This design comes from an exercise in tuning for small area, a short achievable clock period and few clock cycles on the open sky130 flow, not from production work. At most, simulation tests tie the RTL to the original design; equivalence was not proved. Power is estimated from default activity; no workload was simulated.

Setup of quartz:
==> flow/design.v (excerpt) <==
module table_linear_interpolator_core (
  input  logic                                clk_i,
  input  logic                                rst_ni,
  input  logic                                start,
  output logic                                busy,
  input  logic                                func_i,
  input  logic [tbli_pkg::IDX_W-1:0]          point_index_i,
  input  logic signed [tbli_pkg::DATA_W-1:0]  point_x_i,
  input  logic signed [tbli_pkg::DATA_W-1:0]  point_y_i,
  input  logic signed [tbli_pkg::DATA_W-1:0]  query_x_i,
  output logic                                done_o,
  output logic signed [tbli_pkg::DATA_W-1:0]  result_y_o,
  output logic [1:0]                          status_o
);
  localparam int unsigned POINTS = tbli_pkg::POINTS;
  localparam int unsigned DATA_W = tbli_pkg::DATA_W;
  localparam int unsigned IDX_W  = tbli_pkg::IDX_W;
  localparam int unsigned DIFF_W = tbli_pkg::DIFF_W;
  localparam int unsigned MAG_W  = tbli_pkg::MAG_W;
  localparam int unsigned MROWS  = 3;                
  typedef tbli_pkg::point_t point_t;
  localparam logic [1:0] ST_EXACT  = 2'd0;
  ...
For scale: about 6,700 cells after synthesis, roughly 76 I/O pins, roughly 79,000 um^2 of cells after synthesis.
==> flow/config.mk <==
export PLATFORM = sky130hd
export DESIGN_NAME = table_linear_interpolator_core
export DESIGN_NICKNAME = table_linear_interpolator_core
export VERILOG_FILES = /design/flow/design.v
export SDC_FILE = /design/flow/constraint.sdc
export NUM_CORES = 4
export LEC_CHECK = 0
export CAP_MARGIN = 20
export CORE_MARGIN = 2
export CORE_UTILIZATION = 55
export CTS_BUF_LIST = sky130_fd_sc_hd__clkbuf_16
export CTS_CLUSTER_DIAMETER = 110
export CTS_CLUSTER_SIZE = 22
export PLACE_DENSITY = 0.65
export SLEW_MARGIN = 20
==> flow/constraint.sdc <==
create_clock -name core_clock -period 10.0 [get_ports {clk_i}]
set_input_delay 2.0000 -clock core_clock [delete_from_list [all_inputs] [get_ports {clk_i}]]
set_output_delay 2.0000 -clock core_clock [all_outputs]
set_load 0.01 [all_outputs]
run.sh (not shown) runs the stock make flow with config.mk's settings and CLKGATE_MAP_FILE= SYNTH_SCRIPT=/design/flow/synth_recipe.tcl, a recipe that flattens the netlist after the stock synthesis.
Testbench counts of quartz, summed over its fixed seeds: cycles 1,911.
Relative to quartz, the following input files were edited for raven:
diff --git a/flow/design.v b/flow/design.v
--- a/flow/design.v
+++ b/flow/design.v
@@ -509,74 +509,73 @@
     );
     assign tx[k] = pt.x;
     assign ty[k] = pt.y;
   end
   logic                     v1_q;
   logic signed [DATA_W-1:0] q1_q;
   always_ff @(posedge clk_i or negedge rst_ni) begin
     if (!rst_ni) v1_q <= 1'b0;
     else         v1_q <= start && (func_i == tbli_pkg::FUNC_QUERY);
   end
   always_ff @(posedge clk_i) q1_q <= query_x_i;
   logic [POINTS-1:0] c_eq, c_hit, c_first;
-  logic [POINTS:0]   c_seen;
+  logic              c_seen;
+  logic [1:0]        c_st;
   always_comb begin
     for (int i = 0; i < POINTS; i++) begin
       c_eq[i]  = (tx[i] == q1_q);
       c_hit[i] = c_eq[i];
       if (i < POINTS - 1) c_hit[i] = c_hit[i] || (tx[i+1] > q1_q);
     end
-    c_seen[0] = 1'b0;
+    c_seen = 1'b0;
     for (int i = 0; i < POINTS; i++) begin
-      c_first[i]  = c_hit[i] && !c_seen[i];
-      c_seen[i+1] = c_seen[i] || c_hit[i];
+      c_first[i] = c_hit[i] && !c_seen;
+      c_seen     = c_seen || c_hit[i];
     end
+    c_st = !c_seen ? ST_RANGE : (|(c_first & c_eq)) ? ST_EXACT : ST_INTERP;
   end
   logic                     v2_q;
-  logic                     any2_q;
+  logic [1:0]               st2_q;
   logic signed [DATA_W-1:0] q2_q;
-  logic [POINTS-1:0]        first2_q, eq2_q;
+  logic [POINTS-1:0]        first2_q;
   always_ff @(posedge clk_i or negedge rst_ni) begin
     if (!rst_ni) v2_q <= 1'b0;
     else         v2_q <= v1_q;
   end
   always_ff @(posedge clk_i) begin
-    any2_q   <= c_seen[POINTS];
+    st2_q    <= c_st;
     q2_q     <= q1_q;
     first2_q <= c_first;
-    eq2_q    <= c_eq;
   end
   logic signed [DATA_W-1:0] s_x0, s_y0, s_x1, s_y1;
-  logic [1:0]               s_st;
   always_comb begin
     s_x0 = '0; s_y0 = '0; s_x1 = '0; s_y1 = '0;
     for (int i = 0; i < POINTS; i++) begin
       s_x0 |= {DATA_W{first2_q[i]}} & tx[i];
       s_y0 |= {DATA_W{first2_q[i]}} & ty[i];
       if (i < POINTS - 1) begin
         s_x1 |= {DATA_W{first2_q[i]}} & tx[i+1];
         s_y1 |= {DATA_W{first2_q[i]}} & ty[i+1];
       end
     end
-    s_st = !any2_q ? ST_RANGE : (|(first2_q & eq2_q)) ? ST_EXACT : ST_INTERP;
   end
   logic                     v3_q;
   logic [1:0]               st3_q;
   logic signed [DATA_W-1:0] q3_q, x0_3_q, y0_3_q, x1_3_q, y1_3_q;
   always_ff @(posedge clk_i or negedge rst_ni) begin
     if (!rst_ni) v3_q <= 1'b0;
     else         v3_q <= v2_q;
   end
   always_ff @(posedge clk_i) begin
-    st3_q  <= s_st;
+    st3_q  <= st2_q;
     q3_q   <= q2_q;
     x0_3_q <= s_x0;
     y0_3_q <= s_y0;
     x1_3_q <= s_x1;
     y1_3_q <= s_y1;
   end
   logic signed [DIFF_W-1:0] c_dx, c_dy, c_dqx, c_ndx, c_ndy, c_ndqx;
   assign c_dx   = DIFF_W'(x1_3_q) - DIFF_W'(x0_3_q);
   assign c_dy   = DIFF_W'(y1_3_q) - DIFF_W'(y0_3_q);
   assign c_dqx  = DIFF_W'(q3_q)   - DIFF_W'(x0_3_q);
   assign c_ndx  = DIFF_W'(x0_3_q) - DIFF_W'(x1_3_q);
   assign c_ndy  = DIFF_W'(y0_3_q) - DIFF_W'(y1_3_q);
## What came out
In terms of total die area, quartz and raven differ only marginally.
Post-detailed-routing wire length on raven is ahead of quartz.
Looking at startpoint of the worst setup timing path, the q1_q[1] result is from raven; the g_row[0].pl_q[34] one comes from quartz.
~same worst hold margin in raven and quartz
Status: netlist area before placement parity (quartz, raven)
From quartz to raven the numbers moved as follows: worst setup margin went up; leakage power of the design has decreased; finished layout cell area lost 390 um^2; number of global-route vias before repair saw little to no change; count of non-CTS buffers in the layout now sits higher.
Sort raven and quartz by global-route track usage on met1, descending, and quartz comes first.
As far as number of cells after detailed placement is concerned, raven and quartz perform about the same.
Status: synthesized instance count parity (raven, quartz)
Core utilization came out higher on raven than on quartz.
Xor/xnor cell area share of the yosys netlist: quartz vs raven, no meaningful difference
Testbench counts of raven, summed over its fixed seeds: cycles 1,911.

* * *

Another version of the RTL of table_linear_interpolator_core (not shown whole).
Size: roughly 6700 cells after synthesis, ~2000 flip-flops, ~76 I/O pins, about 79000 um2 of cells after synthesis.
## table_linear_interpolator_core
module table_linear_interpolator_core (
  input  logic                                clk_i,
  input  logic                                rst_ni,
  input  logic                                start,
  output logic                                busy,
  input  logic                                func_i,
  input  logic [tbli_pkg::IDX_W-1:0]          point_index_i,
  input  logic signed [tbli_pkg::DATA_W-1:0]  point_x_i,
  input  logic signed [tbli_pkg::DATA_W-1:0]  point_y_i,
  input  logic signed [tbli_pkg::DATA_W-1:0]  query_x_i,
  output logic                                done_o,
  output logic signed [tbli_pkg::DATA_W-1:0]  result_y_o,
  output logic [1:0]                          status_o
);
Settings: LEC_CHECK=0, CAP_MARGIN=20, CORE_MARGIN=2, CORE_UTILIZATION=55, CTS_BUF_LIST=sky130_fd_sc_hd__clkbuf_8, CTS_CLUSTER_SIZE=20, PLACE_DENSITY=0.65, SLEW_MARGIN=20; clock period 10.0 ns.
Then changed:
--- a/flow/design.v
+++ b/flow/design.v
@@ -567,53 +567,41 @@
   end
   always_ff @(posedge clk_i) begin
     st3_q  <= st2_q;
     q3_q   <= q2_q;
     x0_3_q <= s_x0;
     y0_3_q <= s_y0;
     x1_3_q <= s_x1;
     y1_3_q <= s_y1;
   end
-  logic                     v4_q;
-  logic [1:0]               st4_q;
-  logic signed [DATA_W-1:0] y0_4_q;
-  logic signed [DIFF_W-1:0] dx4_q, dy4_q, dqx4_q;
-  always_ff @(posedge clk_i or negedge rst_ni) begin
-    if (!rst_ni) v4_q <= 1'b0;
-    else         v4_q <= v3_q;
-  end
-  always_ff @(posedge clk_i) begin
-    st4_q  <= st3_q;
-    y0_4_q <= y0_3_q;
-    dx4_q  <= DIFF_W'(x1_3_q) - DIFF_W'(x0_3_q);
-    dy4_q  <= DIFF_W'(y1_3_q) - DIFF_W'(y0_3_q);
-    dqx4_q <= DIFF_W'(q3_q)   - DIFF_W'(x0_3_q);
-  end
-  logic [DATA_W-1:0] c_adx, c_ady, c_adqx;
-  assign c_adx  = dx4_q[DIFF_W-1]  ? DATA_W'(-dx4_q)  : dx4_q[DATA_W-1:0];
-  assign c_ady  = dy4_q[DIFF_W-1]  ? DATA_W'(-dy4_q)  : dy4_q[DATA_W-1:0];
-  assign c_adqx = dqx4_q[DIFF_W-1] ? DATA_W'(-dqx4_q) : dqx4_q[DATA_W-1:0];
+  logic signed [DIFF_W-1:0] c_dx, c_dy, c_dqx, c_ndx, c_ndy, c_ndqx;
+  assign c_dx   = DIFF_W'(x1_3_q) - DIFF_W'(x0_3_q);
+  assign c_dy   = DIFF_W'(y1_3_q) - DIFF_W'(y0_3_q);
+  assign c_dqx  = DIFF_W'(q3_q)   - DIFF_W'(x0_3_q);
+  assign c_ndx  = DIFF_W'(x0_3_q) - DIFF_W'(x1_3_q);
+  assign c_ndy  = DIFF_W'(y0_3_q) - DIFF_W'(y1_3_q);
+  assign c_ndqx = DIFF_W'(x0_3_q) - DIFF_W'(q3_q);
   logic                     v5_q;
   logic [1:0]               st5_q;
   logic signed [DATA_W-1:0] y0_5_q;
   logic                     neg5_q;
   logic [DATA_W-1:0]        dx5_q, dy5_q, dqx5_q;
   always_ff @(posedge clk_i or negedge rst_ni) begin
     if (!rst_ni) v5_q <= 1'b0;
-    else         v5_q <= v4_q;
+    else         v5_q <= v3_q;
   end
   always_ff @(posedge clk_i) begin
-    st5_q  <= (st4_q == ST_INTERP && dx4_q == '0) ? ST_BADSEG : st4_q;
-    y0_5_q <= y0_4_q;
-    neg5_q <= dx4_q[DIFF_W-1] ^ dy4_q[DIFF_W-1] ^ dqx4_q[DIFF_W-1];
-    dx5_q  <= c_adx;
-    dy5_q  <= c_ady;
-    dqx5_q <= c_adqx;
+    st5_q  <= (st3_q == ST_INTERP && x1_3_q == x0_3_q) ? ST_BADSEG : st3_q;
+    y0_5_q <= y0_3_q;
+    neg5_q <= c_dx[DIFF_W-1] ^ c_dy[DIFF_W-1] ^ c_dqx[DIFF_W-1];
+    dx5_q  <= c_dx[DIFF_W-1]  ? c_ndx[DATA_W-1:0]  : c_dx[DATA_W-1:0];
+    dy5_q  <= c_dy[DIFF_W-1]  ? c_ndy[DATA_W-1:0]  : c_dy[DATA_W-1:0];
+    dqx5_q <= c_dqx[DIFF_W-1] ? c_ndqx[DATA_W-1:0] : c_dqx[DATA_W-1:0];
   end
   logic [MROWS*MAG_W-1:0] c_rows;
   tbli_mul_csa u_mul (
     .a_i   (dy5_q),
     .b_i   (dqx5_q),
     .rows_o (c_rows)
   );
   logic                     v6_q;
   logic [1:0]               st6_q;
@@ -694,19 +682,19 @@
   assign vq_q = r_v[DATA_W];
   assign {stq_q, negq_q, ovfq_q, y0q_q} = r_pl[DATA_W][PW-1:3*DATA_W];
   assign quot_q = r_pl[DATA_W][DATA_W-1:0];
   localparam int unsigned VW = DATA_W + 2;
   logic signed [VW-1:0] c_val;
   always_comb begin
     unique case (stq_q)
       ST_EXACT:  c_val = VW'(y0q_q);
       ST_INTERP: begin
-        if (ovfq_q)      c_val = negq_q ? -VW'(65536) : VW'(65535);
+        if (ovfq_q)      c_val = negq_q ? 18'sh30000 : 18'sh0FFFF;
         else if (negq_q) c_val = VW'(y0q_q) - VW'(quot_q);
         else             c_val = VW'(y0q_q) + VW'(quot_q);
       end
       default:   c_val = '0;
     endcase
   end
   logic                 vs_q;
   logic [1:0]           sts_q;
   logic signed [VW-1:0] val_q;
- clock power drops by 4.6%
- clock-buffer cell count drops by 12
- utilization hardly moves
- sequential power drops by about 5%
- clock skew climbs by 21 ps
- sequential share of layout area drops by 1.1 points
- sequential cell count drops by 70
- final area drops by 1.1%
Testbench counts after the change, summed over its fixed seeds: cycles 1,911.
The RTL of the first run of this note was laid out without a check of its function.

* * *

Another version of the RTL of table_linear_interpolator_core (not shown whole).
For scale: ~6600 cells after synthesis, roughly 1900 flip-flops.
clock: 10.0 ns
lec_check: 0
cap_margin: 20
core_margin: 2
core_utilization: 55
cts_buf_list: sky130_fd_sc_hd__clkbuf_8
cts_cluster_size: 20
place_density: 0.65
slew_margin: 20
standard.sh (not shown) runs the stock make flow with config.mk's settings and CLKGATE_MAP_FILE= SYNTH_SCRIPT=/design/flow/synth_recipe.tcl, a recipe that flattens the netlist after the stock synthesis.
==> flow/flow/run.sh <==
#!/bin/bash
# The standard layout, with the port buffers made of buf_4 cells instead of the
# cell buffer_ports picks by default (a slow delay buffer). Every port still gets
# its buffer. The whole make run's output goes to standard.log here.
set -euo pipefail
export BUFFER_PORTS_ARGS="-buffer_cell sky130_fd_sc_hd__buf_4"
bash standard.sh > standard.log 2>&1
The first run finished with timing, DRC and antenna clean.
Next try:
--- a/flow/design.v
+++ b/flow/design.v
@@ -478,38 +478,50 @@
   localparam int unsigned MAG_W  = tbli_pkg::MAG_W;
   localparam int unsigned MROWS  = 3;                
   typedef tbli_pkg::point_t point_t;
   localparam logic [1:0] ST_EXACT  = 2'd0;
   localparam logic [1:0] ST_INTERP = 2'd1;
   localparam logic [1:0] ST_RANGE  = 2'd2;
   localparam logic [1:0] ST_BADSEG = 2'd3;
   assign busy = 1'b0;
+  logic             wr_v_q;
+  logic [IDX_W-1:0] wr_idx_q;
+  point_t           wr_pt_q;
+  always_ff @(posedge clk_i or negedge rst_ni) begin
+    if (!rst_ni) wr_v_q <= 1'b0;
+    else         wr_v_q <= start && (func_i == tbli_pkg::FUNC_WRITE);
+  end
+  always_ff @(posedge clk_i) begin
+    wr_idx_q  <= point_index_i;
+    wr_pt_q.x <= point_x_i;
+    wr_pt_q.y <= point_y_i;
+  end
   logic signed [DATA_W-1:0] tx [POINTS];
   logic signed [DATA_W-1:0] ty [POINTS];
-  point_t                   wr_pt;
-  assign wr_pt.x = point_x_i;
-  assign wr_pt.y = point_y_i;
   for (genvar k = 0; k < POINTS; k++) begin : g_cell
     logic   ld;
     point_t pt;
-    assign ld = start && (func_i == tbli_pkg::FUNC_WRITE) && (int'(point_index_i) == k);
+    assign ld = wr_v_q && (int'(wr_idx_q) == k);
     tbli_cell u_cell (
       .clk_i   (clk_i),
       .ld_i    (ld),
-      .ld_pt_i (wr_pt),
+      .ld_pt_i (wr_pt_q),
       .pt_o    (pt)
     );
     assign tx[k] = pt.x;
     assign ty[k] = pt.y;
   end
   logic                     v1_q;
   logic signed [DATA_W-1:0] q1_q;
-  assign v1_q = start && (func_i == tbli_pkg::FUNC_QUERY);
-  assign q1_q = query_x_i;
+  always_ff @(posedge clk_i or negedge rst_ni) begin
+    if (!rst_ni) v1_q <= 1'b0;
+    else         v1_q <= start && (func_i == tbli_pkg::FUNC_QUERY);
+  end
+  always_ff @(posedge clk_i) q1_q <= query_x_i;
   logic [POINTS-1:0] c_eq, c_hit, c_first;
   logic              c_seen;
   logic [1:0]        c_st;
   always_comb begin
     for (int i = 0; i < POINTS; i++) begin
       c_eq[i]  = (tx[i] == q1_q);
       c_hit[i] = c_eq[i];
       if (i < POINTS - 1) c_hit[i] = c_hit[i] || (tx[i+1] > q1_q);
Synthesized area goes up by 0.88%.
Wire length goes down by 2.3%.
Die area goes up by 0.88%.
Total power goes down by 1.5%.
Clock skew goes down by 3.2 ps.
Worst setup slack gets better by 1000 ps.
Register-to-register slack gets better by 530 ps.
Critical path depth stays the same.
Combinational power goes down by about 6%.
Clock-buffer cell count goes up by 18.
Via count stays flat.
Core utilization goes up by 0.34 points.
Worst hold slack gets better by 3.1 ps.
Sequential power hardly moves.
Testbench counts after the change, summed over its fixed seeds: cycles 1,911.
Function not checked in the first run of this note: the RTL went through the layout flow alone.

[what the ideal ports hide]
The flow's constraints put no driver on any port. The routed layouts listed below were extracted and timed again, unchanged, in two steps. Step 1, drivers: a clkbuf_16 drives clk_i and a buf_2 each remaining input, both assumed. Step 2 moves the port delays by t, midway between the first and last clock arrival at a register: inputs arrive t later, outputs are due t later. That takes back most of the time a late clock gives input paths. Slacks: ideal ports / drivers / drivers and shift; pairs: ideal ports / drivers.
run | shift t [ns] | slack for setup (ns) | worst setup path at the end | worst data-port slew with drivers (ns) | cell pins on the clock port's net
quartz | 0.831 | 5.990 / 5.990 / 5.990 | register to register | 0.05 | 1
raven | 0.815 | 6.063 / 6.063 / 6.063 | register to register | 0.06 | 1
the first run of note 2 | 1.023 | 6.073 / 5.996 / 6.384 | register to register | 0.08 | 1
the second run of note 2 | 1.029 | 5.939 / 5.864 / 6.059 | register to register | 0.06 | 1
the first run of note 3 | 1.023 | 5.075 / 5.128 / 4.105 | input to register | 0.10 | 1
the second run of note 3 | 1.030 | 6.082 / 6.082 / 6.082 | register to register | 0.06 | 1
After both steps every run listed still meets setup and hold. The setup slack of the first run of note 3, which loses most, moves by +0.053 ns with the drivers and by -0.970 ns with both steps.
